This design comes from an exercise in tuning for small area, a short achievable clock period and few clock cycles on the open sky130 flow, not from production work.
Where RTL was checked, it was by simulation tests only, not by an equivalence proof against the original.
Function not checked in runs 1 and 2: the RTL went through the layout flow alone.
No activity file was given, so power comes from the tool's default toggle rates.

==> design/flow/design.v <==
`default_nettype none
package wgm_pkg;
    localparam int MAX_PATTERN = 64;
    localparam int LEN_W       = $clog2(MAX_PATTERN + 1);
    localparam logic [7:0] CH_STAR = 8'h2A;
    localparam logic [7:0] CH_ANY  = 8'h3F;
    typedef logic [LEN_W-1:0] len_t;
    typedef enum logic [1:0] {
        MODE_START   = 2'd0,
        MODE_PATTERN = 2'd1,
        MODE_TEXT    = 2'd2,
        MODE_END     = 2'd3
    } mode_t;
    typedef struct packed {
        mode_t      mode;
        logic [7:0] ch;
    } item_t;
    typedef struct packed {
        logic matched;
        logic error;
    } result_t;
endpackage
`default_nettype wire
`default_nettype none
module wgm_cell (
    input  wire        clk,
    input  wire        we,         
    input  wire  [7:0] ch,         
    input  wire        pat_col,    
    input  wire        text_en,    
    input  wire        prev_col,   
    input  wire        prev_step,  
    output logic       col,
    output logic       step
);
    logic [7:0] char_reg;
    logic       hit_reg;
    logic       is_star;
    assign is_star = (char_reg == wgm_pkg::CH_STAR);
    assign step    = prev_col & hit_reg;
    always_ff @(posedge clk)
    begin
        if (we)
        begin
            char_reg <= ch;
        end
    end
    always_ff @(posedge clk)
    begin
        hit_reg <= (char_reg == ch) || (char_reg == wgm_pkg::CH_ANY);
    end
    always_ff @(posedge clk)
    begin
        if (we)
        begin
            col <= pat_col;
        end
        else if (text_en)
        begin
            col <= is_star ? (prev_step | col) : step;
        end
    end
endmodule
`default_nettype wire
`default_nettype none
module wildcard_glob_matcher (
    input  wire               clk,
    input  wire               rst_n,
    input  wire               item_valid,
    output logic              item_ready,
    input  wire  [9:0]        item_in,
    output logic              result_valid,
    input  wire               result_ready,
    output logic [1:0]        result
);
    localparam int N  = wgm_pkg::MAX_PATTERN;
    localparam int NH = N / 8 + 1;
    wgm_pkg::item_t      item;
    assign item = wgm_pkg::item_t'(item_in);
    logic                ready_reg;
    logic                accept;
    assign item_ready = ready_reg;
    assign accept     = item_valid && ready_reg;
    logic                a_start;
    logic                a_pat;
    logic                a_text;
    logic                a_end;
    logic                a_star;
    logic [7:0]          a_ch;
    always_ff @(posedge clk or negedge rst_n)
    begin
        if (!rst_n)
        begin
            a_start <= 1'b0;
            a_pat   <= 1'b0;
            a_text  <= 1'b0;
            a_end   <= 1'b0;
        end
        else
        begin
            a_start <= accept && (item.mode == wgm_pkg::MODE_START);
            a_pat   <= accept && (item.mode == wgm_pkg::MODE_PATTERN);
            a_text  <= accept && (item.mode == wgm_pkg::MODE_TEXT);
            a_end   <= accept && (item.mode == wgm_pkg::MODE_END);
        end
    end
    always_ff @(posedge clk)
    begin
        a_ch   <= item.ch;
        a_star <= (item.ch == wgm_pkg::CH_STAR);
    end
    logic                pat_we;
    logic [6:0]          pat_len_reg;
    logic [6:0]          pat_len_next;
    logic [NH-1:0]       slot_hi_reg;
    logic [NH-1:0]       slot_hi_next;
    logic [7:0]          slot_lo_reg;
    logic [7:0]          slot_lo_next;
    logic                text_started_reg;
    logic                text_started_next;
    logic                error_reg;
    logic                error_next;
    logic                last_star_reg;
    logic                last_star_next;
    logic                all_star_reg;
    logic                all_star_next;
    logic                pat_ok_reg;
    assign pat_we = a_pat && pat_ok_reg && !(a_star && last_star_reg);
    always_comb
    begin
        pat_len_next      = pat_len_reg;
        slot_hi_next      = slot_hi_reg;
        slot_lo_next      = slot_lo_reg;
        text_started_next = text_started_reg;
        error_next        = error_reg;
        last_star_next    = last_star_reg;
        all_star_next     = all_star_reg;
        if (a_start)
        begin
            pat_len_next      = '0;
            slot_hi_next      = NH'(1);
            slot_lo_next      = 8'd1;
            text_started_next = 1'b0;
            error_next        = 1'b0;
            last_star_next    = 1'b0;
            all_star_next     = 1'b1;
        end
        else if (a_pat)
        begin
            if (pat_ok_reg)
            begin
                pat_len_next   = pat_len_reg + 1'b1;
                last_star_next = a_star;
                all_star_next  = all_star_reg && a_star;
                if (pat_we)
                begin
                    slot_lo_next = {slot_lo_reg[6:0], slot_lo_reg[7]};
                    if (slot_lo_reg[7])
                    begin
                        slot_hi_next = {slot_hi_reg[NH-2:0], 1'b0};
                    end
                end
            end
            else
            begin
                error_next = 1'b1;
            end
        end
        else if (a_text)
        begin
            text_started_next = 1'b1;
        end
    end
    always_ff @(posedge clk or negedge rst_n)
    begin
        if (!rst_n)
        begin
            pat_len_reg      <= '0;
            slot_hi_reg      <= NH'(1);
            slot_lo_reg      <= 8'd1;
            text_started_reg <= 1'b0;
            error_reg        <= 1'b0;
            last_star_reg    <= 1'b0;
            all_star_reg     <= 1'b1;
            pat_ok_reg       <= 1'b1;
        end
        else
        begin
            pat_len_reg      <= pat_len_next;
            slot_hi_reg      <= slot_hi_next;
            slot_lo_reg      <= slot_lo_next;
            text_started_reg <= text_started_next;
            error_reg        <= error_next;
            last_star_reg    <= last_star_next;
            all_star_reg     <= all_star_next;
            pat_ok_reg       <= !text_started_next && !pat_len_next[6];
        end
    end
    logic                c_text;
    logic                c_end;
    logic                c_text_seen;
    always_ff @(posedge clk or negedge rst_n)
    begin
        if (!rst_n)
        begin
            c_text      <= 1'b0;
            c_end       <= 1'b0;
            c_text_seen <= 1'b0;
        end
        else
        begin
            c_text      <= a_text;
            c_end       <= a_end;
            c_text_seen <= text_started_reg;
        end
    end
    logic [N:0]          col;
    logic [N:0]          step;
    logic [N-1:0]        we;
    logic [NH-1:0]       we_grp;
    assign col[0]  = !c_text_seen;
    assign step[0] = 1'b0;
    for (genvar h = 0; h < NH; h++)
    begin : g_we
        assign we_grp[h] = pat_we && slot_hi_reg[h];
    end
    for (genvar i = 0; i < N; i++)
    begin : g_cell
        assign we[i] = we_grp[i / 8] && slot_lo_reg[i % 8];
        wgm_cell u_cell (
            .clk       (clk),
            .we        (we[i]),
            .ch        (a_ch),
            .pat_col   (all_star_reg && a_star),
            .text_en   (c_text),
            .prev_col  (col[i]),
            .prev_step (step[i]),
            .col       (col[i+1]),
            .step      (step[i+1])
        );
    end
    logic [NH-1:0]       grp_hit;
    logic [NH-1:0]       d_grp_reg;
    logic                d_err_reg;
    logic                d_end;
    for (genvar h = 0; h < NH; h++)
    begin : g_grp
        logic [7:0] part;
        for (genvar l = 0; l < 8; l++)
        begin : g_lo
            if (8 * h + l <= N)
            begin : g_on
                assign part[l] = col[8 * h + l] && slot_lo_reg[l];
            end
            else
            begin : g_off
                assign part[l] = 1'b0;
            end
        end
        assign grp_hit[h] = slot_hi_reg[h] && (|part);
    end
    always_ff @(posedge clk)
    begin
        d_grp_reg <= grp_hit;
        d_err_reg <= error_reg;
    end
    always_ff @(posedge clk or negedge rst_n)
    begin
        if (!rst_n)
        begin
            d_end <= 1'b0;
        end
        else
        begin
            d_end <= c_end;
        end
    end
    logic                out_v;
    logic                skid_v;
    logic                wr_ptr;
    logic                rd_ptr;
    logic [1:0]          mem_r [2];
    logic [1:0]          mem_next [2];
    logic [1:0]          out_r;
    logic [1:0]          new_r;
    logic                push;
    logic                pop;
    logic                rd_ptr_next;
    logic                out_v_next;
    logic                skid_v_next;
    assign new_r       = {|d_grp_reg, d_err_reg};
    assign push        = d_end;
    assign pop         = out_v && result_ready;
    assign rd_ptr_next = rd_ptr ^ pop;
    always_comb
    begin
        mem_next[0] = mem_r[0];
        mem_next[1] = mem_r[1];
        if (push)
        begin
            mem_next[wr_ptr] = new_r;
        end
        out_v_next  = out_v;
        skid_v_next = skid_v;
        if (push && !pop)
        begin
            out_v_next  = 1'b1;
            skid_v_next = out_v;
        end
        else if (pop && !push)
        begin
            out_v_next  = skid_v;
            skid_v_next = 1'b0;
        end
    end
    always_ff @(posedge clk or negedge rst_n)
    begin
        if (!rst_n)
        begin
            out_v  <= 1'b0;
            skid_v <= 1'b0;
            wr_ptr <= 1'b0;
            rd_ptr <= 1'b0;
        end
        else
        begin
            out_v  <= out_v_next;
            skid_v <= skid_v_next;
            wr_ptr <= wr_ptr ^ push;
            rd_ptr <= rd_ptr_next;
        end
    end
    always_ff @(posedge clk)
    begin
        mem_r[0] <= mem_next[0];
        mem_r[1] <= mem_next[1];
        out_r    <= mem_next[rd_ptr_next];
        ready_reg <= (32'(out_v_next) + 32'(skid_v_next) + 32'(c_end) + 32'(a_end)
                      + 32'(accept && (item.mode == wgm_pkg::MODE_END))) <= 1;
    end
    assign result_valid = out_v;
    assign result       = out_r;
endmodule
`default_nettype wire
==> design/flow/run.sh <==
#!/bin/bash
# synth_recipe.tcl (not shown) runs the flow's synth.tcl, then flattens the netlist and writes it again
# the make line also repeats each setting of config.mk as NAME=value (left out here)
make -C /OpenROAD-flow-scripts/flow DESIGN_CONFIG=/design/flow/config.mk WORK_HOME=/design/flow/orfs CLKGATE_MAP_FILE= SYNTH_SCRIPT=/design/flow/synth_recipe.tcl finish
==> design/flow/config.mk <==
export PLATFORM = sky130hd
export DESIGN_NAME = wildcard_glob_matcher
export DESIGN_NICKNAME = wildcard_glob_matcher
export VERILOG_FILES = /design/flow/design.v
export SDC_FILE = /design/flow/constraint.sdc
export NUM_CORES = 4
export LEC_CHECK = 0
export CAP_MARGIN = 20
export CORE_MARGIN = 2
export CORE_UTILIZATION = 60
export CTS_BUF_LIST = sky130_fd_sc_hd__clkbuf_8 sky130_fd_sc_hd__clkbuf_16
export CTS_CLUSTER_DIAMETER = 100
export CTS_CLUSTER_SIZE = 30
export SETUP_SLACK_MARGIN = 1.3
export SLEW_MARGIN = 20
==> design/flow/constraint.sdc <==
create_clock -name core_clock -period 3.0 [get_ports {clk}]
set_input_delay 0.6000 -clock core_clock [delete_from_list [all_inputs] [get_ports {clk}]]
set_output_delay 0.6000 -clock core_clock [all_outputs]
set_load 0.01 [all_outputs]
==> results of run 1 <==
-- final timing paths --
kind | startpoint | endpoint | slack (ps) | depth (start not counted)
max in group asynchronous | rst_n | slot_lo_reg[0] | 2200 | 3
min in group asynchronous | rst_n | a_end | 490 | 3
hold reg to reg | text_started_reg | c_text_seen | 400 | 0
setup / recovery | out_v | ready_reg | 1040 | 8
setup reg to reg | out_v | ready_reg | 1040 | 8
hold / removal | text_started_reg | c_text_seen | 400 | 0
-- metrics by stage --
step | util, % | std cells | setup slack [ps]
after floorplan | - | 2513 | 1150
after global placement | 62.6 | 3166 | 435
after detailed placement | 62.6 | 3166 | 446
after CTS | 67.9 | 3277 | 1090
after global routing | 69.2 | 3323 | 993
final | 69.2 | 3323 | 1040
-- layer usage --
layer | wire [um] | vias to the layer above | track usage, %
li1 | - | 9262 | -
met1 | 33200 | 9892 | 37.9
met2 | 35900 | 561 | 45.2
met3 | 4450 | 114 | 3.82
met4 | 1730 | 2 | 6.74
met5 | 7 | - | 0
-- placed cells by master (no fill, tap or decap), drive strengths merged, types with 10 or more instances in the layout --
cell type and count:
edfxtp 576, xnor2 507, buf 152, and3 151, nand3 147, nand4 127, nand2 107, nor2 98
dfxtp 90, a21oi 87, inv 86, mux2 69, nor3 67, mux2i 64, nand2b 59, o21ai 44
dfrtp 37, a22oi 30, clkbuf 30, a31o 24, clkdlybuf4s50 12, clkinv 11, xor2 10
-- timing repair --
item,in CTS,in global routing
setup endpoints to repair,677,677
pin swaps,4,4
endpoints found under the hold margin,37,0
gates cloned,10,0
hold buffers,1,0
resized for setup,264,59
buffers inserted,48,46
-- cell usage after synthesis (3+ instances only) --
master	instances	area (sq um)
sky130_fd_sc_hd__a21oi_1	85	425
sky130_fd_sc_hd__a22oi_1	30	225
sky130_fd_sc_hd__a31o_2	24	210
sky130_fd_sc_hd__a41oi_1	7	61.3
sky130_fd_sc_hd__and3_1	151	945
sky130_fd_sc_hd__buf_2	50	250
sky130_fd_sc_hd__buf_4	17	128
sky130_fd_sc_hd__buf_6	7	78.8
sky130_fd_sc_hd__clkbuf_1	27	101
sky130_fd_sc_hd__dfrtp_1	37	926
sky130_fd_sc_hd__dfstp_2	4	105
sky130_fd_sc_hd__dfxtp_1	90	1800
sky130_fd_sc_hd__edfxtp_1	576	17300
sky130_fd_sc_hd__inv_1	76	285
sky130_fd_sc_hd__mux2_2	69	777
sky130_fd_sc_hd__mux2i_1	64	641
sky130_fd_sc_hd__nand2_1	106	398
sky130_fd_sc_hd__nand2b_1	59	369
sky130_fd_sc_hd__nand3_1	146	731
sky130_fd_sc_hd__nand4_1	127	795
sky130_fd_sc_hd__nor2_1	98	368
sky130_fd_sc_hd__nor3_1	67	335
sky130_fd_sc_hd__nor4_1	3	18.8
sky130_fd_sc_hd__o21ai_0	44	220
sky130_fd_sc_hd__or2b_1	7	52.6
sky130_fd_sc_hd__xnor2_1	507	4440
sky130_fd_sc_hd__xor2_1	10	87.6
-- critical path: stages (launching register included) --
cell and delay [ps]:
sky130_fd_sc_hd__dfrtp_2 440, sky130_fd_sc_hd__buf_6 140, sky130_fd_sc_hd__nand2_8 70, sky130_fd_sc_hd__nand2_4 50, sky130_fd_sc_hd__o21ai_2 130, sky130_fd_sc_hd__and2_4 170, sky130_fd_sc_hd__fa_1 410, sky130_fd_sc_hd__ha_1 300
sky130_fd_sc_hd__a211oi_2 180
-- power groups by stage --
stage                     clock network [uW]  logic [uW]  registers (uW)
after floorplan                            0         761           11100
after global routing                    5210        1710           10900
after detailed placement                   0        1120           11200
after global placement                     0        1100           11200
final                                   4790        1610           10900
after CTS                               4880        1480           10900
-- kinds of logic after synthesis --
logic type / Yosys count / share of synthesized area (%)
adders and majority gates: 3 / 0.139
AOI/OAI and AO/OA: 200 / 3.81
DFF: 707 / 62.3
and+or+nand+nor: 773 / 12.6
buffers and inverters: 180 / 2.65
muxes: 133 / 4.39
xor gates and xnor gates: 517 / 14.0
-- area by class of cell --
type | instances | area [sq um] | share of cell area, %
clock buffers | 30 | 739 | 2.00
clock inverters | 22 | 148 | 0.399
inverters | 76 | 598 | 1.62
multi-input cells | 1626 | 12200 | 32.9
flip-flops and latches | 707 | 20200 | 54.5
well taps | 696 | 871 | 2.35
repair buffers | 166 | 2320 | 6.26
==> impl_metrics.prom, run 1 <==
# TYPE chip_impl_metric gauge
chip_impl_metric{name="synthToLayoutAreaGrowth",unit="%"} 14.7
chip_impl_metric{name="first_pass_iters",unit=""} 7
chip_impl_metric{name="power.density",unit="nW/um^2"} 467
chip_impl_metric{name="synthesis.instances",unit=""} 2513
chip_impl_metric{name="worstPathRequired",unit="ps"} 3550
chip_impl_metric{name="seq_area_frac_synth",unit="%"} 62.3
chip_impl_metric{name="floorplan.die.width",unit="um"} 236
chip_impl_metric{name="vias",unit=""} 19831
chip_impl_info{name="critical_path_class",value="reg2reg"} 1
chip_impl_metric{name="critPathArrivalTime",unit="ps"} 2500
chip_impl_metric{name="final.min_clock_period",unit="ps"} 1960
chip_impl_metric{name="proportion_of_layout_cells_with_a_drive_suffix_above_1",unit="%"} 17.4
chip_impl_metric{name="clock-skew-final",unit="ps"} 25.9
chip_impl_info{name="crit_path_start_kind",value="flop"} 1
chip_impl_metric{name="io-pin-count",unit=""} 18
chip_impl_metric{name="finalCritPeriodShare",unit="%"} 65.2
chip_impl_metric{name="placement.io_buffers",unit=""} 17
chip_impl_info{name="synth_top_flop_cell",value="sky130_fd_sc_hd__edfxtp_1"} 1
chip_impl_metric{name="final_nets",unit=""} 2622
chip_impl_metric{name="power_frac_seq",unit="%"} 63.0
chip_impl_metric{name="gp_congestion",unit=""} 0.811
chip_impl_metric{name="clock_latency",unit="ps"} 620
chip_impl_metric{name="maxCapViolations",unit=""} 0
chip_impl_metric{name="grt_pass1_vias",unit=""} 20117
chip_impl_metric{name="clock_tree_sinks",unit=""} 707
chip_impl_metric{name="totalPowerFinal",unit="uW"} 17300
chip_impl_metric{name="setup_violations",unit=""} 0
chip_impl_metric{name="syn-num-nets",unit=""} 2530
chip_impl_info{name="outcome",value="timing/DRC/antenna clean"} 1
chip_impl_metric{name="coreArea",unit="sq um"} 53500
chip_impl_metric{name="final_report_max_slew_violation_count",unit=""} 0
chip_impl_metric{name="grt_max_degree",unit=""} 82
chip_impl_metric{name="grt_usage",unit="%"} 27.1
chip_impl_metric{name="drc",unit=""} 0
chip_impl_metric{name="antenna_violations_before_repair",unit=""} 1
chip_impl_metric{name="path_clk_slew",unit="ps"} 110
chip_impl_metric{name="fill_cells",unit=""} 3720
chip_impl_metric{name="placedInstanceArea",unit="sq um"} 33500
chip_impl_metric{name="initial_core_util",unit="%"} 60.4
chip_impl_metric{name="synth_async_sr_flop_share",unit="%"} 5.80
chip_impl_info{name="clock_tree.root_cell",value="sky130_fd_sc_hd__clkbuf_16"} 1
chip_impl_metric{name="tightestPinTransition",unit="ps"} 953
chip_impl_metric{name="net-switching-power",unit="uW"} 3920
chip_impl_info{name="timing.critical_path.to_type",value="flop"} 1
chip_impl_metric{name="slew_headroom",unit="%"} 36.5
chip_impl_metric{name="syn-mean-instance-area",unit="sq um"} 12.8
chip_impl_metric{name="drtIter0Drc",unit=""} 1746
chip_impl_info{name="cts_tree",value="yes"} 1
chip_impl_metric{name="synth-seq-cells",unit=""} 707
chip_impl_metric{name="synthesis.yosys.warnings",unit=""} 4
chip_impl_info{name="rsz0062_at_grt",value="yes"} 1
chip_impl_metric{name="floorplan.die.height",unit="um"} 236
chip_impl_metric{name="hold_violations",unit=""} 0
chip_impl_metric{name="number_of_flip_flops_in_the_largest_register",unit=""} 512
chip_impl_metric{name="worst-path-max-fanout",unit=""} 3
chip_impl_metric{name="drt-vias-per-instance",unit=""} 5.97
chip_impl_metric{name="route.antenna.remaining_nets",unit=""} 0
chip_impl_metric{name="vdd.ir_drop.worst",unit="uV"} 647
chip_impl_metric{name="synth_enable_flop_cells",unit=""} 576
chip_impl_metric{name="final.hold.worst_slack",unit="ps"} 396
chip_impl_metric{name="clock_path_buffers",unit=""} 3
chip_impl_metric{name="timing.fmax",unit="MHz"} 511
chip_impl_metric{name="die-area",unit="sq um"} 55700
chip_impl_metric{name="total_wire_length_after_detailed_routing",unit="mm"} 75.3
chip_impl_metric{name="grt_overflow",unit=""} 0
chip_impl_metric{name="static-leakage-power",unit="uW"} 0.0125
chip_impl_metric{name="internal_power",unit="uW"} 13400
chip_impl_metric{name="power.share.switching",unit="%"} 22.6
chip_impl_metric{name="clock_power_share",unit="%"} 27.7
chip_impl_metric{name="routed_wire_length_per_instance",unit="um"} 22.7
chip_impl_metric{name="numCtsBuffers",unit=""} 28
chip_impl_metric{name="stdcell_area",unit="sq um"} 37000
chip_impl_metric{name="dpl.hpwl",unit="mm"} 42.7
chip_impl_info{name="timing.hold.worst.class",value="reg2reg"} 1
chip_impl_metric{name="syn_area",unit="sq um"} 32300
chip_impl_metric{name="synth.lib_cells_used.distinct",unit=""} 48
chip_impl_metric{name="grt_first_pass_wirelength",unit="mm"} 115
chip_impl_metric{name="num_antenna_cells",unit=""} 0
chip_impl_metric{name="totalNegativeSetupSlack",unit="ps"} 0
chip_impl_metric{name="htree_levels",unit=""} 1
chip_impl_metric{name="rows",unit=""} 85
chip_impl_metric{name="power.share.combinational",unit="%"} 9.3
==> run 2, diff against run 1 <==
--- a/design/flow/config.mk
+++ b/design/flow/config.mk
@@ -13,3 +13,3 @@
 export CTS_CLUSTER_SIZE = 30
-export SETUP_SLACK_MARGIN = 1.3
+export SETUP_SLACK_MARGIN = 1.7
 export SLEW_MARGIN = 20
==> impl_metrics.prom, run 2 <==
# TYPE chip_impl_metric gauge
chip_impl_metric{name="routed_wire_length_per_instance",unit="um"} 28.2
chip_impl_metric{name="arithmetic_cell_share_of_the_synthesized_area_counting_full_adders_half_adders_and_majority_gates",unit="%"} 0.139
chip_impl_metric{name="htree_levels",unit=""} 1
chip_impl_metric{name="static-leakage-power",unit="uW"} 0.0153
chip_impl_metric{name="critPathArrivalTime",unit="ps"} 1310
chip_impl_metric{name="drt-vias-per-instance",unit=""} 6.39
chip_impl_metric{name="timing.critical_path.slowest_cell_delay",unit="ps"} 430
chip_impl_metric{name="drc",unit=""} 0
chip_impl_metric{name="final.min_clock_period",unit="ps"} 1910
chip_impl_metric{name="stdcell_area",unit="sq um"} 42000
chip_impl_metric{name="syn_area",unit="sq um"} 32300
chip_impl_metric{name="floorplan.die.width",unit="um"} 236
chip_impl_info{name="path_cells",value="buf_4, buf_6"} 1
chip_impl_metric{name="placement.io_buffers",unit=""} 17
chip_impl_info{name="outcome",value="timing/DRC/antenna clean"} 1
chip_impl_metric{name="final_util",unit="%"} 78.5
chip_impl_info{name="crit_path_start_kind",value="flop"} 1
chip_impl_metric{name="clock_path_buffers",unit=""} 3
chip_impl_metric{name="muxShareOfSynthArea",unit="%"} 4.39
chip_impl_info{name="timing.critical_path.to_type",value="output pin"} 1
chip_impl_metric{name="groute.layer.met1.usage",unit="%"} 45.7
chip_impl_info{name="synth_area_leader_cell",value="sky130_fd_sc_hd__edfxtp_1"} 1
chip_impl_metric{name="antenna_violations_before_repair",unit=""} 0
chip_impl_metric{name="first_pass_iters",unit=""} 6
chip_impl_info{name="timing.hold.worst.class",value="in2async"} 1
chip_impl_metric{name="hold_violations",unit=""} 0
chip_impl_metric{name="synth.lib_cells_used.distinct",unit=""} 48
chip_impl_info{name="ys_top_cells_by_count",value="576 x sky130_fd_sc_hd__edfxtp_1, 507 x sky130_fd_sc_hd__xnor2_1, 151 x sky130_fd_sc_hd__and3_1, 146 x sky130_fd_sc_hd__nand3_1, 127 x sky130_fd_sc_hd__nand4_1"} 1
chip_impl_metric{name="timing.fmax",unit="MHz"} 523
chip_impl_metric{name="dpl.hpwl",unit="mm"} 43.4
chip_impl_info{name="cp_slowest_cell",value="sky130_fd_sc_hd__dfrtp_2"} 1
chip_impl_metric{name="synth-xor-area-share",unit="%"} 14.0
chip_impl_metric{name="drtIter0Drc",unit=""} 2014
chip_impl_metric{name="gp_congestion",unit=""} 0.838
chip_impl_metric{name="worstPathRequired",unit="ps"} 2400
chip_impl_metric{name="grt_pass1_vias",unit=""} 21932
chip_impl_metric{name="met3_use_gr",unit="%"} 4.15
chip_impl_metric{name="totalNegativeSetupSlack",unit="ps"} 0
chip_impl_metric{name="netlist.area_leader.share",unit="%"} 53.6
chip_impl_metric{name="synthesis.instances",unit=""} 2513
chip_impl_metric{name="proportion_of_layout_cells_with_a_drive_suffix_above_1",unit="%"} 32.2
chip_impl_metric{name="synth-seq-cells",unit=""} 707
chip_impl_metric{name="num_antenna_cells",unit=""} 0
chip_impl_metric{name="power.density",unit="nW/um^2"} 435
chip_impl_metric{name="tightestPinTransition",unit="ps"} 815
chip_impl_metric{name="placedInstanceArea",unit="sq um"} 35600
chip_impl_metric{name="final_report_max_slew_violation_count",unit=""} 0
chip_impl_metric{name="floorplan.die.height",unit="um"} 236
chip_impl_info{name="largest_family_of_logic_cells_by_synthesized_area",value="XOR/XNOR gates"} 1
chip_impl_metric{name="syn-num-nets",unit=""} 2530
chip_impl_metric{name="synth_enable_flop_cells",unit=""} 576
chip_impl_info{name="worst_setup_path_startpoint",value="out_v"} 1
chip_impl_metric{name="coreArea",unit="sq um"} 53500
chip_impl_metric{name="final.hold.worst_slack",unit="ps"} 10.9
chip_impl_metric{name="synthToLayoutAreaGrowth",unit="%"} 30.1
chip_impl_metric{name="grt_overflow",unit=""} 0
chip_impl_metric{name="maxCapViolations",unit=""} 0
chip_impl_metric{name="finalCritPeriodShare",unit="%"} 63.7
chip_impl_metric{name="grt_usage",unit="%"} 34.0
chip_impl_info{name="globalRoute.busiestLayer",value="met2"} 1
chip_impl_metric{name="synthesis.yosys.warnings",unit=""} 4
chip_impl_metric{name="slew_headroom",unit="%"} 45.7
chip_impl_metric{name="io-pin-count",unit=""} 18
chip_impl_metric{name="vdd.ir_drop.worst",unit="uV"} 531
chip_impl_metric{name="clock_latency",unit="ps"} 640
chip_impl_info{name="synth_most_common_cell",value="sky130_fd_sc_hd__edfxtp_1"} 1
chip_impl_metric{name="clock-skew-final",unit="ps"} 25.8
chip_impl_metric{name="worst-path-max-fanout",unit=""} 2
chip_impl_metric{name="number_of_flip_flops_in_the_largest_register",unit=""} 512
chip_impl_metric{name="seq_area_frac_synth",unit="%"} 62.3
chip_impl_info{name="yosys-top-cells-area",value="sky130_fd_sc_hd__edfxtp_1 54%, sky130_fd_sc_hd__xnor2_1 14%, sky130_fd_sc_hd__dfxtp_1 5.6%, sky130_fd_sc_hd__and3_1 2.9%, sky130_fd_sc_hd__dfrtp_1 2.9%"} 1
chip_impl_metric{name="grt_first_pass_wirelength",unit="mm"} 140
chip_impl_info{name="rsz0062_at_grt",value="yes"} 1
chip_impl_metric{name="route.antenna.remaining_nets",unit=""} 0
chip_impl_info{name="synth_top_flop_cell",value="sky130_fd_sc_hd__edfxtp_1"} 1
chip_impl_info{name="final_common_cell",value="sky130_fd_sc_hd__edfxtp_1"} 1
chip_impl_info{name="clock_tree.root_cell",value="sky130_fd_sc_hd__clkbuf_16"} 1
chip_impl_metric{name="synth_async_sr_flop_share",unit="%"} 5.80
chip_impl_metric{name="initial_core_util",unit="%"} 60.4
chip_impl_metric{name="setup_violations",unit=""} 0
chip_impl_metric{name="vias",unit=""} 21950
chip_impl_metric{name="met2_usage",unit="%"} 57.5
chip_impl_metric{name="cts_hold_repair.buffers",unit=""} 0
chip_impl_metric{name="path_clk_slew",unit="ps"} 120
chip_impl_metric{name="final_nets",unit=""} 2736
chip_impl_metric{name="die-area",unit="sq um"} 55700
chip_impl_metric{name="totalPowerFinal",unit="uW"} 18300
chip_impl_info{name="layout_common_cells",value="576 x sky130_fd_sc_hd__edfxtp_1, 262 x sky130_fd_sc_hd__xnor2_1, 230 x sky130_fd_sc_hd__xnor2_2, 151 x sky130_fd_sc_hd__and3_1, 127 x sky130_fd_sc_hd__nand4_1"} 1
chip_impl_info{name="r2r_start",value="out_v"} 1
chip_impl_metric{name="numCtsBuffers",unit=""} 28
chip_impl_metric{name="yosys.area_share.simple",unit="%"} 12.6
chip_impl_metric{name="synth-compound-area-share",unit="%"} 3.81
chip_impl_metric{name="rows",unit=""} 85
chip_impl_metric{name="clock_tree_sinks",unit=""} 707
chip_impl_info{name="cts_tree",value="yes"} 1
chip_impl_info{name="critical_path_class",value="reg2out"} 1
chip_impl_metric{name="syn-mean-instance-area",unit="sq um"} 12.8
chip_impl_metric{name="grt_max_degree",unit=""} 65
chip_impl_metric{name="total_wire_length_after_detailed_routing",unit="mm"} 97.0
## run 2: cell counts after synthesis
No cell type changed its count.
## run 2: kinds of logic (layout without fill, tap and decap cells)
kind of cell	Yosys count	after routing
xor gates and xnor gates	517	517
adders and majority gates	3	3
buffers and inverters	180	407
AOI/OAI and AO/OA	200	200
and+or+nand+nor	773	774
DFF	707	707
muxes	133	133
## run 2: through the flow
step,worst slack (ps),std cells
after floorplan,1150,2513
after global placement,418,3173
after detailed placement,441,3173
after CTS,1040,3403
after global routing,1010,3437
final,1090,3437
## run 2: power breakdown
group          internal [uW]  leakage, uW  switching, uW
Clock                   1810     0.000481           2990
Sequential             10700      0.00646            174
Combinational           1280      0.00832           1270
Total                  13800       0.0153           4430
## run 2: final cells by class
cell class	instances	area (sq um)
tap	696	871
sequential	707	20200
inverter	76	613
fill	2937	11500
multi-input combinational	1627	14600
clock buffer	29	726
clock inverter	23	124
timing repair buffer	279	4870
## run 2: path summary, 6_finish.rpt
path,to,cells after the start,slack [ps]
setup / recovery,result_valid,2,1090
hold / removal,skid_v,1,10
setup reg to reg,ready_reg,8,1090
hold reg to reg,d_err_reg,0,400
max in group asynchronous,out_v,2,2280
min in group core_clock,d_err_reg,0,400
## run 2: routing by layer
| metal | up-vias | share of wire [%] |
|---|---|---|
| met5 | - | 0 |
| met4 | 0 | 4.7 |
| met3 | 257 | 8.1 |
| met2 | 1015 | 49 |
| met1 | 11098 | 38 |
| li1 | 9580 | - |
## run 2: critical path: cells and delay by family, from the launching register on
family	cells	cell delay [ps]
flip-flops	1	430
buffers and inverters	2	240
## run 2: repair_timing
| item | 4_1_cts | 5_1_grt |
|---|---|---|
| hold endpoints to repair | 0 | 0 |
| gates cloned | 57 | 6 |
| pin swaps | 158 | 135 |
| setup buffers | 121 | 28 |
| endpoints found under the setup margin | 852 | 895 |
| gates resized for setup | 371 | 137 |
==> run 3, diff against run 2 <==
--- a/design/flow/design.v
+++ b/design/flow/design.v
@@ -89,2 +89,4 @@
     logic [7:0]          a_ch;
+    logic                a_we;
+    logic [NH-1:0]       a_we_grp;
     always_ff @(posedge clk or negedge rst_n)
@@ -127,3 +129,3 @@
     logic                pat_ok_reg;
-    assign pat_we = a_pat && pat_ok_reg && !(a_star && last_star_reg);
+    assign pat_we = a_we;
     always_comb
@@ -198,2 +200,19 @@
     end
+    logic                take_we;
+    assign take_we = accept && (item.mode == wgm_pkg::MODE_PATTERN)
+                     && !text_started_next && !pat_len_next[6]
+                     && !((item.ch == wgm_pkg::CH_STAR) && last_star_next);
+    always_ff @(posedge clk or negedge rst_n)
+    begin
+        if (!rst_n)
+        begin
+            a_we     <= 1'b0;
+            a_we_grp <= '0;
+        end
+        else
+        begin
+            a_we     <= take_we;
+            a_we_grp <= take_we ? slot_hi_next : '0;
+        end
+    end
     logic                c_text;
@@ -224,3 +243,3 @@
     begin : g_we
-        assign we_grp[h] = pat_we && slot_hi_reg[h];
+        assign we_grp[h] = a_we_grp[h];
     end
@@ -294,2 +313,7 @@
     assign rd_ptr_next = rd_ptr ^ pop;
+    logic                in_end;
+    logic                at_most_one;
+    assign in_end      = accept && (item.mode == wgm_pkg::MODE_END);
+    assign at_most_one = !((out_v_next && (c_end || a_end || in_end))
+                           || (c_end && (a_end || in_end)) || (a_end && in_end));
     always_comb
@@ -337,4 +361,3 @@
         out_r    <= mem_next[rd_ptr_next];
-        ready_reg <= (32'(out_v_next) + 32'(skid_v_next) + 32'(c_end) + 32'(a_end)
-                      + 32'(accept && (item.mode == wgm_pkg::MODE_END))) <= 1;
+        ready_reg <= !skid_v_next && at_most_one;
     end
--- a/design/flow/config.mk
+++ b/design/flow/config.mk
@@ -7,2 +7,3 @@
 export LEC_CHECK = 0
+export ABC_AREA = 1
 export CAP_MARGIN = 20
@@ -13,3 +14,3 @@
 export CTS_CLUSTER_SIZE = 30
-export SETUP_SLACK_MARGIN = 1.7
+export SETUP_SLACK_MARGIN = 1.2
 export SLEW_MARGIN = 20
==> impl_metrics.prom, run 3 <==
# TYPE chip_impl_metric gauge
chip_impl_info{name="outcome",value="complete, but fails checks"} 1
chip_impl_info{name="causes_of_the_check_failure",value="hold timing"} 1
chip_impl_metric{name="vdd.ir_drop.worst",unit="uV"} 550
chip_impl_metric{name="routed_wire_length_per_instance",unit="um"} 18.9
chip_impl_metric{name="coreArea",unit="sq um"} 57500
chip_impl_metric{name="floorplan.die.height",unit="um"} 245
chip_impl_metric{name="timing.fmax",unit="MHz"} 565
chip_impl_metric{name="rows",unit=""} 88
chip_impl_info{name="timing.hold.worst.class",value="in2async"} 1
chip_impl_metric{name="grt_first_pass_wirelength",unit="mm"} 134
chip_impl_info{name="cts_tree",value="yes"} 1
chip_impl_metric{name="final.min_clock_period",unit="ps"} 1770
chip_impl_metric{name="grt_pass1_vias",unit=""} 25165
chip_impl_metric{name="final.hold.worst_slack",unit="ps"} -32.9
chip_impl_metric{name="grt_usage",unit="%"} 28.7
chip_impl_metric{name="slew_headroom",unit="%"} 41.3
chip_impl_info{name="yosys-top-cells-area",value="sky130_fd_sc_hd__edfxtp_1 50%, sky130_fd_sc_hd__nand2_1 15%, sky130_fd_sc_hd__dfxtp_1 5.2%, sky130_fd_sc_hd__nand3_1 4.4%, sky130_fd_sc_hd__xnor2_1 4.0%"} 1
chip_impl_metric{name="arithmetic_cell_share_of_the_synthesized_area_counting_full_adders_half_adders_and_majority_gates",unit="%"} 0.0360
chip_impl_metric{name="power.density",unit="nW/um^2"} 475
chip_impl_metric{name="synth-seq-cells",unit=""} 716
chip_impl_metric{name="die-area",unit="sq um"} 59900
chip_impl_metric{name="multiInputGateArea",unit="sq um"} 12400
chip_impl_metric{name="timing.critical_path.slowest_cell_delay",unit="ps"} 400
chip_impl_metric{name="muxShareOfSynthArea",unit="%"} 0
chip_impl_metric{name="grt_max_degree",unit=""} 125
chip_impl_metric{name="synth-compound-area-share",unit="%"} 2.11
chip_impl_metric{name="maxCapViolations",unit=""} 0
chip_impl_metric{name="drt-vias-per-instance",unit=""} 5.69
chip_impl_metric{name="finalCritPeriodShare",unit="%"} 59.0
chip_impl_metric{name="final_util",unit="%"} 64.3
chip_impl_metric{name="final_report_max_slew_violation_count",unit=""} 0
chip_impl_info{name="final_common_cell",value="sky130_fd_sc_hd__nand2_1"} 1
chip_impl_metric{name="placement.io_buffers",unit=""} 17
chip_impl_metric{name="clock_latency",unit="ps"} 650
chip_impl_metric{name="fill_cells",unit=""} 4597
chip_impl_metric{name="floorplan.die.width",unit="um"} 245
chip_impl_info{name="crit_path_start_kind",value="flop"} 1
chip_impl_metric{name="static-leakage-power",unit="uW"} 0.0155
chip_impl_metric{name="initial_core_util",unit="%"} 60.5
chip_impl_metric{name="setup_violations",unit=""} 0
chip_impl_metric{name="syn-mean-instance-area",unit="sq um"} 9.04
chip_impl_metric{name="tightestPinTransition",unit="ps"} 880
chip_impl_metric{name="vias",unit=""} 26168
chip_impl_metric{name="clock_path_buffers",unit=""} 3
chip_impl_info{name="largest_family_of_logic_cells_by_synthesized_area",value="simple AND/OR/NAND/NOR gates"} 1
chip_impl_metric{name="number_of_flip_flops_in_the_largest_register",unit=""} 512
chip_impl_metric{name="drtIter0Drc",unit=""} 2099
chip_impl_info{name="rsz0062_at_grt",value="no"} 1
chip_impl_metric{name="worst-path-max-fanout",unit=""} 2
chip_impl_metric{name="synth-xor-area-share",unit="%"} 4.13
chip_impl_metric{name="numCtsBuffers",unit=""} 31
chip_impl_metric{name="timing.critical_path.buf_inv",unit=""} 1
chip_impl_metric{name="netlist.area_leader.share",unit="%"} 49.8
chip_impl_metric{name="synth.lib_cells_used.distinct",unit=""} 39
chip_impl_info{name="critical_path_class",value="reg2out"} 1
chip_impl_metric{name="synth_async_sr_flop_share",unit="%"} 6.98
chip_impl_info{name="cp_slowest_cell",value="sky130_fd_sc_hd__dfrtp_1"} 1
chip_impl_metric{name="io-pin-count",unit=""} 18
chip_impl_metric{name="synth_enable_flop_cells",unit=""} 576
chip_impl_metric{name="seq_area",unit="sq um"} 20400
chip_impl_metric{name="total_wire_length_after_detailed_routing",unit="mm"} 86.9
chip_impl_metric{name="gp_congestion",unit=""} 0.829
chip_impl_metric{name="synthesis.instances",unit=""} 3844
chip_impl_info{name="timing.critical_path.to_type",value="output pin"} 1
chip_impl_metric{name="synthToLayoutAreaGrowth",unit="%"} 6.39
chip_impl_metric{name="route.antenna.remaining_nets",unit=""} 0
chip_impl_metric{name="antenna_violations_before_repair",unit=""} 0
chip_impl_info{name="path_cells",value="clkbuf_2"} 1
chip_impl_metric{name="synthesis.yosys.warnings",unit=""} 4
chip_impl_metric{name="proportion_of_layout_cells_with_a_drive_suffix_above_1",unit="%"} 6.65
chip_impl_metric{name="drc",unit=""} 0
chip_impl_metric{name="num_antenna_cells",unit=""} 0
chip_impl_info{name="ys_top_cells_by_count",value="1399 x sky130_fd_sc_hd__nand2_1, 576 x sky130_fd_sc_hd__edfxtp_1, 338 x sky130_fd_sc_hd__inv_1, 307 x sky130_fd_sc_hd__nand3_1, 184 x sky130_fd_sc_hd__nor2_1"} 1
chip_impl_metric{name="clock-skew-final",unit="ps"} 28.3
chip_impl_metric{name="hold_violations",unit=""} 44
chip_impl_metric{name="grt_overflow",unit=""} 0
chip_impl_info{name="synth_top_flop_cell",value="sky130_fd_sc_hd__edfxtp_1"} 1
chip_impl_metric{name="worstPathRequired",unit="ps"} 2400
chip_impl_info{name="synth_most_common_cell",value="sky130_fd_sc_hd__nand2_1"} 1
chip_impl_info{name="clock_tree.root_cell",value="sky130_fd_sc_hd__clkbuf_16"} 1
chip_impl_metric{name="critPathArrivalTime",unit="ps"} 1170
chip_impl_metric{name="totalNegativeSetupSlack",unit="ps"} 0
chip_impl_info{name="synth_area_leader_cell",value="sky130_fd_sc_hd__edfxtp_1"} 1
chip_impl_metric{name="dp_worst_setup_slack",unit="ps"} 1030
chip_impl_metric{name="path_clk_slew",unit="ps"} 110
chip_impl_metric{name="seq_area_frac_synth",unit="%"} 58.6
chip_impl_metric{name="htree_levels",unit=""} 1
chip_impl_metric{name="syn_area",unit="sq um"} 34700
chip_impl_metric{name="worst_path_setup_slack_after_routing",unit="ps"} 1230
chip_impl_metric{name="final_nets",unit=""} 3827
chip_impl_metric{name="yosys.area_share.simple",unit="%"} 29.5
chip_impl_metric{name="syn-num-nets",unit=""} 3859
chip_impl_metric{name="first_pass_iters",unit=""} 7
chip_impl_info{name="layout_common_cells",value="1399 x sky130_fd_sc_hd__nand2_1, 576 x sky130_fd_sc_hd__edfxtp_1, 343 x sky130_fd_sc_hd__inv_1, 307 x sky130_fd_sc_hd__nand3_1, 184 x sky130_fd_sc_hd__nor2_1"} 1
chip_impl_info{name="crit_family",value="flip-flops"} 1
chip_impl_metric{name="clock_tree_sinks",unit=""} 716
chip_impl_metric{name="dpl.hpwl",unit="mm"} 51.7
-- run 3: cell types whose count changed in the layout (fill, tap and decap cells not counted), moves of 103 or more --
cell                      previous run  this run
sky130_fd_sc_hd__xnor2_1           262       159
sky130_fd_sc_hd__inv_1              30       343
sky130_fd_sc_hd__nand2_1            92      1399
sky130_fd_sc_hd__xnor2_2           230         0
sky130_fd_sc_hd__and3_1            151         0
sky130_fd_sc_hd__nand3_1            81       307
-- run 3: layout make-up --
cell class                      count  area share (%)
Inverter                          346            3.58
Sequential cell                   716            55.2
Timing Repair inverter              1          0.0135
Clock buffer                       33            2.17
Clock inverter                     25           0.646
Timing Repair Buffer               69            2.20
Multi-Input combinational cell   2647            33.6
Tap cell                          765            2.59
-- run 3: what timing repair did --
action	4_1_cts	5_1_grt
cloned	1	0
setup endpoints to repair	60	66
gates resized for setup	18	11
hold buffers	0	0
setup buffers	2	8
-- run 3: worst paths after layout --
kind / startpoint / end / slack (ps) / cells after the start
setup / recovery: out_v / result_valid / 1230 / 1
hold / removal: rst_n / wr_ptr / -30 / 1
max in group asynchronous: rst_n / slot_lo_reg[2] / 2550 / 1
hold reg to reg: a_text / c_text / 380 / 0
setup reg to reg: c_text / g_cell[52].u_cell.col / 1260 / 3
min in group core_clock: a_text / c_text / 380 / 0
-- run 3: worst register-to-register path: cells and delay by family, from the launching register on --
family                 cells  cell delay (ps)
buffers and inverters      2              960
AND/OR/NAND/NOR            1              120
flip-flops                 1              410
-- run 3: power breakdown --
| group | internal, uW | switching, uW | leakage (uW) |
|---|---|---|---|
| registers | 10800 | 127 | 0.00661 |
| clock network | 2210 | 3170 | 0.000530 |
| logic | 391 | 796 | 0.00837 |
-- run 3: metal layers --
layer,up-vias,wire length (um),GRT usage (%)
met5,-,0,0
li1,12579,-,-
met4,0,2760,10.8
met2,896,41000,48.2
met1,12495,36700,39.1
met3,198,6350,2.88
-- run 3: per-stage QoR --
| stage | hold slack [ps] | instance area, sq um | power [uW] | std cells |
|---|---|---|---|---|
| 2_1_floorplan | 304 | 34800 | 11900 | 3844 |
| 3_3_place_gp | 359 | 35800 | 12300 | 4533 |
| 3_5_place_dp | 369 | 35800 | 12400 | 4533 |
| 4_1_cts | 185 | 36900 | 17600 | 4594 |
| 5_1_grt | 4.53 | 37000 | 18100 | 4602 |
| 6_report | -32.9 | 37000 | 17500 | 4602 |
-- run 3: logic make-up after synthesis --
family | Yosys count
adders and majority gates | 1
and+or+nand+nor | 2359
xor gates and xnor gates | 164
buffers and inverters | 481
DFF | 716
AOI/OAI and AO/OA | 123
Testbench counts of run 3, summed over its fixed seeds: cycles 56,359.
==> run 4, diff against run 3 <==
--- a/design/flow/config.mk
+++ b/design/flow/config.mk
@@ -7,6 +7,5 @@
 export LEC_CHECK = 0
-export ABC_AREA = 1
 export CAP_MARGIN = 20
 export CORE_MARGIN = 2
-export CORE_UTILIZATION = 60
+export CORE_UTILIZATION = 65
 export CTS_BUF_LIST = sky130_fd_sc_hd__clkbuf_8 sky130_fd_sc_hd__clkbuf_16
@@ -14,3 +13,3 @@
 export CTS_CLUSTER_SIZE = 30
-export SETUP_SLACK_MARGIN = 1.2
+export SETUP_SLACK_MARGIN = 1.15
 export SLEW_MARGIN = 20
==> impl_metrics.prom, run 4 <==
# TYPE chip_impl_metric gauge
chip_impl_metric{name="finalCritPeriodShare",unit="%"} 61.6
chip_impl_info{name="outcome",value="timing/DRC/antenna clean"} 1
chip_impl_metric{name="synth.lib_cells_used.distinct",unit=""} 50
chip_impl_info{name="crit_family",value="flip-flops"} 1
chip_impl_metric{name="slew_headroom",unit="%"} 43.7
chip_impl_info{name="synth_top_flop_cell",value="sky130_fd_sc_hd__edfxtp_1"} 1
chip_impl_metric{name="timing.critical_path.slowest_cell_delay",unit="ps"} 410
chip_impl_metric{name="critPathArrivalTime",unit="ps"} 1250
chip_impl_info{name="rsz0062_at_grt",value="yes"} 1
chip_impl_info{name="final_common_cell",value="sky130_fd_sc_hd__edfxtp_1"} 1
chip_impl_metric{name="synth_async_sr_flop_share",unit="%"} 6.98
chip_impl_metric{name="routed_wire_length_per_instance",unit="um"} 20.7
chip_impl_metric{name="rows",unit=""} 81
chip_impl_metric{name="final_nets",unit=""} 2624
chip_impl_metric{name="floorplan.die.width",unit="um"} 227
chip_impl_metric{name="number_of_flip_flops_in_the_largest_register",unit=""} 512
chip_impl_metric{name="drc",unit=""} 0
chip_impl_metric{name="placement.io_buffers",unit=""} 17
chip_impl_metric{name="r2r.worst_path.cells",unit=""} 3
chip_impl_info{name="clock_tree.root_cell",value="sky130_fd_sc_hd__clkbuf_16"} 1
chip_impl_metric{name="tightestPinTransition",unit="ps"} 845
chip_impl_info{name="path_cells",value="clkdlybuf4s15_1"} 1
chip_impl_info{name="reg2reg_to",value="d_grp_reg[4]"} 1
chip_impl_metric{name="clock-skew-final",unit="ps"} 28.7
chip_impl_metric{name="syn-num-nets",unit=""} 2631
chip_impl_metric{name="die-area",unit="sq um"} 51600
chip_impl_metric{name="clock_latency",unit="ps"} 620
chip_impl_info{name="critical_path_class",value="reg2out"} 1
chip_impl_metric{name="totalNegativeSetupSlack",unit="ps"} 0
chip_impl_metric{name="netlist.area_leader.share",unit="%"} 53.4
chip_impl_metric{name="route.antenna.remaining_nets",unit=""} 0
chip_impl_metric{name="totalPowerFinal",unit="uW"} 16700
chip_impl_info{name="layout_common_cells",value="576 x sky130_fd_sc_hd__edfxtp_1, 506 x sky130_fd_sc_hd__xnor2_1, 174 x sky130_fd_sc_hd__nor2_1, 157 x sky130_fd_sc_hd__nand2_1, 146 x sky130_fd_sc_hd__a21oi_1"} 1
chip_impl_metric{name="cts_hold_repair.buffers",unit=""} 0
chip_impl_metric{name="maxCapViolations",unit=""} 0
chip_impl_metric{name="fill_cells",unit=""} 3435
chip_impl_metric{name="worst-path-max-fanout",unit=""} 2
chip_impl_metric{name="grt_max_degree",unit=""} 65
chip_impl_metric{name="htree_levels",unit=""} 1
chip_impl_metric{name="clock_path_buffers",unit=""} 3
chip_impl_metric{name="synth-seq-cells",unit=""} 716
chip_impl_metric{name="worstPathRequired",unit="ps"} 2400
chip_impl_metric{name="dpl.hpwl",unit="mm"} 42.8
chip_impl_metric{name="num_antenna_cells",unit=""} 0
chip_impl_metric{name="synth_enable_flop_cells",unit=""} 576
chip_impl_info{name="yosys-top-cells-area",value="sky130_fd_sc_hd__edfxtp_1 53%, sky130_fd_sc_hd__xnor2_1 14%, sky130_fd_sc_hd__dfxtp_1 5.6%, sky130_fd_sc_hd__dfrtp_1 3.6%, sky130_fd_sc_hd__and3_1 2.7%"} 1
chip_impl_metric{name="grt_first_pass_wirelength",unit="mm"} 105
chip_impl_metric{name="grt_usage",unit="%"} 26.3
chip_impl_metric{name="io-pin-count",unit=""} 18
chip_impl_metric{name="vias",unit=""} 19797
chip_impl_metric{name="first_pass_iters",unit=""} 5
chip_impl_metric{name="grt_pass1_vias",unit=""} 19462
chip_impl_info{name="crit_path_start_kind",value="flop"} 1
chip_impl_metric{name="timing.fmax",unit="MHz"} 541
chip_impl_metric{name="proportion_of_layout_cells_with_a_drive_suffix_above_1",unit="%"} 6.96
chip_impl_metric{name="timing.critical_path.buf_inv",unit=""} 1
chip_impl_metric{name="hold_violations",unit=""} 0
chip_impl_metric{name="vdd.ir_drop.worst",unit="uV"} 453
chip_impl_metric{name="path_clk_slew",unit="ps"} 110
chip_impl_metric{name="coreArea",unit="sq um"} 49100
chip_impl_metric{name="initial_core_util",unit="%"} 66.0
chip_impl_info{name="cp_slowest_cell",value="sky130_fd_sc_hd__dfrtp_1"} 1
chip_impl_metric{name="clock_tree_sinks",unit=""} 716
chip_impl_info{name="timing.hold.worst.class",value="in2async"} 1
chip_impl_info{name="synth_most_common_cell",value="sky130_fd_sc_hd__edfxtp_1"} 1
chip_impl_metric{name="syn-mean-instance-area",unit="sq um"} 12.4
chip_impl_info{name="worst_setup_path_startpoint",value="out_v"} 1
chip_impl_metric{name="synthesis.instances",unit=""} 2616
chip_impl_metric{name="grt_overflow",unit=""} 0
chip_impl_metric{name="total_wire_length_after_detailed_routing",unit="mm"} 68.3
chip_impl_info{name="ys_top_cells_by_count",value="576 x sky130_fd_sc_hd__edfxtp_1, 506 x sky130_fd_sc_hd__xnor2_1, 174 x sky130_fd_sc_hd__nor2_1, 157 x sky130_fd_sc_hd__nand2_1, 146 x sky130_fd_sc_hd__a21oi_1"} 1
chip_impl_metric{name="final.min_clock_period",unit="ps"} 1850
chip_impl_metric{name="syn_area",unit="sq um"} 32400
chip_impl_metric{name="static-leakage-power",unit="uW"} 0.0118
chip_impl_metric{name="seq_area_frac_synth",unit="%"} 62.9
chip_impl_metric{name="register_to_register_setup_slack",unit="ps"} 1230
chip_impl_metric{name="power.density",unit="nW/um^2"} 484
chip_impl_info{name="cts_tree",value="yes"} 1
chip_impl_metric{name="synthesis.yosys.warnings",unit=""} 4
chip_impl_info{name="synth_area_leader_cell",value="sky130_fd_sc_hd__edfxtp_1"} 1
chip_impl_metric{name="synthToLayoutAreaGrowth",unit="%"} 6.50
chip_impl_metric{name="drtIter0Drc",unit=""} 1681
chip_impl_metric{name="setup_violations",unit=""} 0
chip_impl_metric{name="numCtsBuffers",unit=""} 27
chip_impl_info{name="r2r_start",value="slot_lo_reg[5]"} 1
chip_impl_metric{name="antenna_violations_before_repair",unit=""} 0
chip_impl_metric{name="final_report_max_slew_violation_count",unit=""} 0
chip_impl_metric{name="place_inst",unit=""} 3239
chip_impl_info{name="timing.critical_path.to_type",value="output pin"} 1
chip_impl_metric{name="gp_congestion",unit=""} 0.811
chip_impl_metric{name="layout.cells.non_filler",unit=""} 3294
chip_impl_metric{name="drt-vias-per-instance",unit=""} 6.01
chip_impl_metric{name="floorplan.die.height",unit="um"} 227
[run 4: layout make-up]
class / instances / area, sq um / share of cell area, %
sequential: 716 / 20400 / 59.1
inverter: 77 / 289 / 0.838
timing repair buffer: 66 / 910 / 2.64
clock buffer: 27 / 676 / 1.96
tap: 664 / 831 / 2.41
clock inverter: 23 / 118 / 0.341
multi-input combinational: 1721 / 11300 / 32.7
[run 4: logic make-up after synthesis]
| logic type | count (synthesis) | share of synthesized area [%] |
|---|---|---|
| fa+ha+maj | 1 | 0.0386 |
| xor+xnor | 518 | 14.0 |
| buf+inv | 179 | 2.39 |
| simple gates | 866 | 13.6 |
| compound gates | 268 | 4.73 |
| mux | 68 | 2.36 |
| flops | 716 | 62.9 |
[run 4: worst max path at each step]
stage                                           to  slack, ps  cells after the start
after floorplan           g_cell[0].u_cell.hit_reg       1240                      6
after global placement                 a_we_grp[0]        810                      5
after detailed placement               a_we_grp[7]        750                      5
after CTS                             result_valid       1070                      1
after global routing                  result_valid       1100                      1
final                                 result_valid       1150                      1
[run 4: per-stage QoR]
| stage | util, % | hold WS, ps | setup slack [ps] | cell area, sq um |
|---|---|---|---|---|
| 2_1_floorplan | - | 304 | 1240 | 32400 |
| 6_report | 70.3 | 82.9 | 1150 | 34500 |
| 4_1_cts | 70.1 | 59.8 | 1070 | 34400 |
| 5_1_grt | 70.3 | 105 | 1100 | 34500 |
| 3_5_place_dp | 68.5 | 358 | 745 | 33600 |
| 3_3_place_gp | 68.5 | 363 | 808 | 33600 |
[run 4: routing by layer]
| metal | wire length, um | up-vias | GRT usage, % |
|---|---|---|---|
| met2 | 32200 | 544 | 43.3 |
| met1 | 30500 | 9821 | 37.4 |
| li1 | - | 9340 | - |
| met3 | 4020 | 92 | 3.52 |
| met4 | 1690 | 0 | 6.85 |
| met5 | 0 | - | 0 |
[run 4: power by group]
part	total (uW)	switching (uW)	internal (uW)
Clock	4580	2830	1750
Combinational	1060	573	488
Sequential	11100	217	10800
Total	16700	3620	13100
[run 4: what timing repair did]
item | 4_1_cts | 5_1_grt
gates resized for setup | 9 | 6
setup endpoints to repair | 28 | 31
buffers inserted | 1 | 4
gates cloned | 0 | 0
==> run 5, diff against run 4 <==
--- a/design/flow/config.mk
+++ b/design/flow/config.mk
@@ -9,3 +9,3 @@
 export CORE_MARGIN = 2
-export CORE_UTILIZATION = 65
+export CORE_UTILIZATION = 60
 export CTS_BUF_LIST = sky130_fd_sc_hd__clkbuf_8 sky130_fd_sc_hd__clkbuf_16
@@ -13,3 +13,3 @@
 export CTS_CLUSTER_SIZE = 30
-export SETUP_SLACK_MARGIN = 1.15
+export SETUP_SLACK_MARGIN = 1.3
 export SLEW_MARGIN = 20
==> impl_metrics.prom, run 5 <==
# TYPE chip_impl_metric gauge
chip_impl_metric{name="final.hold.worst_slack",unit="ps"} 18.9
chip_impl_metric{name="synth_enable_flop_cells",unit=""} 576
chip_impl_metric{name="synth.lib_cells_used.distinct",unit=""} 50
chip_impl_metric{name="rows",unit=""} 85
chip_impl_metric{name="final_util",unit="%"} 65.6
chip_impl_metric{name="synthesis.yosys.warnings",unit=""} 4
chip_impl_metric{name="drt-vias-per-instance",unit=""} 5.90
chip_impl_metric{name="vias",unit=""} 19919
chip_impl_info{name="r2r_start",value="c_text"} 1
chip_impl_metric{name="r2r.worst_path.cells",unit=""} 2
chip_impl_metric{name="setup_violations",unit=""} 0
chip_impl_metric{name="totalNegativeSetupSlack",unit="ps"} 0
chip_impl_info{name="cts_tree",value="yes"} 1
chip_impl_metric{name="initial_core_util",unit="%"} 60.4
chip_impl_info{name="cp_slowest_cell",value="sky130_fd_sc_hd__dfrtp_1"} 1
chip_impl_info{name="yosys-top-cells-area",value="sky130_fd_sc_hd__edfxtp_1 53%, sky130_fd_sc_hd__xnor2_1 14%, sky130_fd_sc_hd__dfxtp_1 5.6%, sky130_fd_sc_hd__dfrtp_1 3.6%, sky130_fd_sc_hd__and3_1 2.7%"} 1
chip_impl_metric{name="route.antenna.remaining_nets",unit=""} 0
chip_impl_info{name="synth_top_flop_cell",value="sky130_fd_sc_hd__edfxtp_1"} 1
chip_impl_metric{name="totalPowerFinal",unit="uW"} 17200
chip_impl_metric{name="vdd.ir_drop.worst",unit="uV"} 661
chip_impl_metric{name="grt_overflow",unit=""} 0
chip_impl_info{name="clock_tree.root_cell",value="sky130_fd_sc_hd__clkbuf_16"} 1
chip_impl_metric{name="drc",unit=""} 0
chip_impl_metric{name="placement.io_buffers",unit=""} 17
chip_impl_info{name="timing.hold.worst.class",value="in2async"} 1
chip_impl_info{name="path_cells",value="clkbuf_2"} 1
chip_impl_metric{name="final_nets",unit=""} 2676
chip_impl_metric{name="fill_cells",unit=""} 3919
chip_impl_metric{name="final_report_max_slew_violation_count",unit=""} 0
chip_impl_info{name="final_common_cell",value="sky130_fd_sc_hd__edfxtp_1"} 1
chip_impl_metric{name="syn-num-nets",unit=""} 2631
chip_impl_metric{name="floorplan.die.width",unit="um"} 236
chip_impl_info{name="critical_path_class",value="reg2out"} 1
chip_impl_metric{name="path_clk_slew",unit="ps"} 110
chip_impl_metric{name="clock_tree_sinks",unit=""} 716
chip_impl_info{name="crit_path_start_kind",value="flop"} 1
chip_impl_info{name="timing.critical_path.to_type",value="output pin"} 1
chip_impl_metric{name="hold_violations",unit=""} 0
chip_impl_metric{name="num_antenna_cells",unit=""} 0
chip_impl_metric{name="gp_congestion",unit=""} 0.828
chip_impl_metric{name="die-area",unit="sq um"} 55800
chip_impl_metric{name="timing.critical_path.buf_inv",unit=""} 1
chip_impl_metric{name="clock_path_buffers",unit=""} 3
chip_impl_metric{name="antenna_violations_before_repair",unit=""} 2
chip_impl_metric{name="static-leakage-power",unit="uW"} 0.0121
chip_impl_metric{name="worst-path-max-fanout",unit=""} 2
chip_impl_metric{name="timing.critical_path.slowest_cell_delay",unit="ps"} 410
chip_impl_metric{name="proportion_of_layout_cells_with_a_drive_suffix_above_1",unit="%"} 9.58
chip_impl_metric{name="floorplan.die.height",unit="um"} 236
chip_impl_metric{name="coreArea",unit="sq um"} 53600
chip_impl_metric{name="seq_area_frac_synth",unit="%"} 62.9
chip_impl_metric{name="drtIter0Drc",unit=""} 1419
chip_impl_info{name="synth_most_common_cell",value="sky130_fd_sc_hd__edfxtp_1"} 1
chip_impl_metric{name="clock_latency",unit="ps"} 630
chip_impl_metric{name="dpl.hpwl",unit="mm"} 44.0
chip_impl_metric{name="numCtsBuffers",unit=""} 29
chip_impl_metric{name="slew_headroom",unit="%"} 50.2
chip_impl_info{name="outcome",value="timing/DRC/antenna clean"} 1
chip_impl_info{name="ys_top_cells_by_count",value="576 x sky130_fd_sc_hd__edfxtp_1, 506 x sky130_fd_sc_hd__xnor2_1, 174 x sky130_fd_sc_hd__nor2_1, 157 x sky130_fd_sc_hd__nand2_1, 146 x sky130_fd_sc_hd__a21oi_1"} 1
chip_impl_info{name="rsz0062_at_grt",value="yes"} 1
chip_impl_metric{name="maxCapViolations",unit=""} 0
chip_impl_metric{name="number_of_flip_flops_in_the_largest_register",unit=""} 512
chip_impl_metric{name="synth-seq-cells",unit=""} 716
chip_impl_metric{name="first_pass_iters",unit=""} 5
chip_impl_metric{name="register_to_register_setup_slack",unit="ps"} 1370
chip_impl_metric{name="syn-mean-instance-area",unit="sq um"} 12.4
chip_impl_metric{name="io-pin-count",unit=""} 18
chip_impl_metric{name="grt_max_degree",unit=""} 65
chip_impl_metric{name="finalCritPeriodShare",unit="%"} 58.7
chip_impl_metric{name="routed_wire_length_per_instance",unit="um"} 21.3
chip_impl_metric{name="tightestPinTransition",unit="ps"} 748
chip_impl_metric{name="grt_pass1_vias",unit=""} 19536
chip_impl_metric{name="dp_worst_setup_slack",unit="ps"} 783
chip_impl_info{name="reg2reg_to",value="g_cell[35].u_cell.col"} 1
chip_impl_info{name="synth_area_leader_cell",value="sky130_fd_sc_hd__edfxtp_1"} 1
chip_impl_metric{name="grt_usage",unit="%"} 25.6
chip_impl_info{name="crit_family",value="flip-flops"} 1
chip_impl_metric{name="final.min_clock_period",unit="ps"} 1760
chip_impl_metric{name="cts_hold_repair.buffers",unit=""} 0
chip_impl_metric{name="synthesis.instances",unit=""} 2616
chip_impl_metric{name="worstPathRequired",unit="ps"} 2400
chip_impl_metric{name="timing.fmax",unit="MHz"} 568
chip_impl_metric{name="synth_async_sr_flop_share",unit="%"} 6.98
chip_impl_metric{name="syn_area",unit="sq um"} 32400
chip_impl_metric{name="clock-skew-final",unit="ps"} 25.7
chip_impl_info{name="layout_common_cells",value="576 x sky130_fd_sc_hd__edfxtp_1, 506 x sky130_fd_sc_hd__xnor2_1, 174 x sky130_fd_sc_hd__nor2_1, 157 x sky130_fd_sc_hd__nand2_1, 146 x sky130_fd_sc_hd__a21oi_1"} 1
chip_impl_metric{name="htree_levels",unit=""} 1
chip_impl_metric{name="synthToLayoutAreaGrowth",unit="%"} 8.55
chip_impl_metric{name="power.density",unit="nW/um^2"} 488
chip_impl_metric{name="netlist.area_leader.share",unit="%"} 53.4
chip_impl_metric{name="total_wire_length_after_detailed_routing",unit="mm"} 71.9
chip_impl_metric{name="grt_first_pass_wirelength",unit="mm"} 111
chip_impl_metric{name="worst_path_setup_slack_after_routing",unit="ps"} 1240
chip_impl_metric{name="critPathArrivalTime",unit="ps"} 1160
## run 5: cell types whose count changed in the layout (fill, tap and decap cells not counted), sizes merged
cell / previous run / this run
clkdlybuf4s15: 2 / 0
clkinv: 0 / 2
buf: 50 / 102
dlygate4sd2: 1 / 0
bufbuf: 0 / 1
clkbuf: 28 / 32
inv: 99 / 95
## run 5: kinds of logic after synthesis
family	Yosys count	synth area share, %
compound gates	268	4.73
xor+xnor	518	14.0
fa+ha+maj	1	0.0386
buf+inv	179	2.39
flops	716	62.9
mux	68	2.36
simple gates	866	13.6
## run 5: report_power, final
group	total [uW]	switching (uW)	internal [uW]
registers	11000	151	10800
clock network	4940	2930	2010
logic	1220	672	552
total	17200	3750	13400
## run 5: how the worst max path moves through the flow
stage | start | cells after the start | endpoint
after floorplan | a_ch[4] | 6 | g_cell[0].u_cell.hit_reg
after global placement | item_in[4] | 5 | a_we_grp[4]
after detailed placement | item_in[9] | 5 | a_we_grp[4]
after CTS | out_v | 1 | result_valid
after global routing | out_v | 1 | result_valid
final | out_v | 1 | result_valid
## run 5: area by class of cell
type | instances | area (sq um) | area share, %
Sequential cell | 716 | 20400 | 58.1
Multi-Input combinational cell | 1721 | 11300 | 32.1
Timing Repair Buffer | 116 | 1360 | 3.87
Tap cell | 696 | 871 | 2.48
Clock buffer | 31 | 776 | 2.21
Inverter | 77 | 289 | 0.822
Clock inverter | 21 | 145 | 0.413
## run 5: through the flow
| step | cells | area, sq um |
|---|---|---|
| finish | 3378 | 35100 |
| global route | 3378 | 35100 |
| CTS | 3349 | 34800 |
| detailed placement | 3281 | 33600 |
| global placement | 3281 | 33600 |
| floorplan | 2616 | 32400 |
## run 5: timing repair
action / 4_1_cts / 5_1_grt
gates resized for setup: 28 / 15
cloned: 1 / 0
setup endpoints to repair: 284 / 139
setup buffers: 15 / 29
pin swaps: 0 / 0
## run 5: layer usage
metal	global-route usage [%]	wire (um)	up-vias
li1	-	-	9434
met1	36.2	32500	9935
met2	42.4	34100	437
met3	3.31	3500	109
met4	6.77	1730	4
met5	0	18	-
## run 5: worst reg2reg max path: cells and delay by family (launching register included)
| family | cells | cell delay (ps) |
|---|---|---|
| flops | 1 | 860 |
| simple gates | 1 | 180 |
| buf+inv | 1 | 300 |

-- port drivers added, routing unchanged --
How much do the figures lean on ideal ports? The routed layouts below were timed once more, with nothing changed but the port constraints.
Step 1 sets driving cells, clkbuf_16 on the clock port and buf_2 on the other inputs (assumed; they add their load-dependent delay and slew).
Step 2 moves the port delays by t, midway between the first and last clock arrival at a register: inputs arrive t later, outputs are due t later. That takes back most of the time a late clock gives input paths.
Slacks: ideal ports / drivers / drivers and shift; pairs: ideal ports / drivers.
run | t, ns | setup slack, ns | hold WS [ns] | worst register clock-pin slew, ns
run 1 | 0.671 | 1.044 / 1.032 / 0.445 | 0.396 / 0.396 / 0.396 | 0.12 / 0.12
run 2 | 0.691 | 1.088 / 1.029 / 0.712 | 0.011 / -0.009 / 0.397 | 0.12 / 0.12
run 3 | 0.700 | 1.229 / 1.165 / 1.029 | -0.033 / -0.055 / 0.380 | 0.12 / 0.12
run 4 | 0.673 | 1.151 / 1.088 / 0.729 | 0.083 / 0.046 / 0.398 | 0.12 / 0.12
run 5 | 0.675 | 1.240 / 1.179 / 0.674 | 0.019 / -0.019 / 0.389 | 0.12 / 0.12
The setup slack of run 1, which loses most, moves by -0.012 ns with the drivers and by -0.599 ns with both steps.
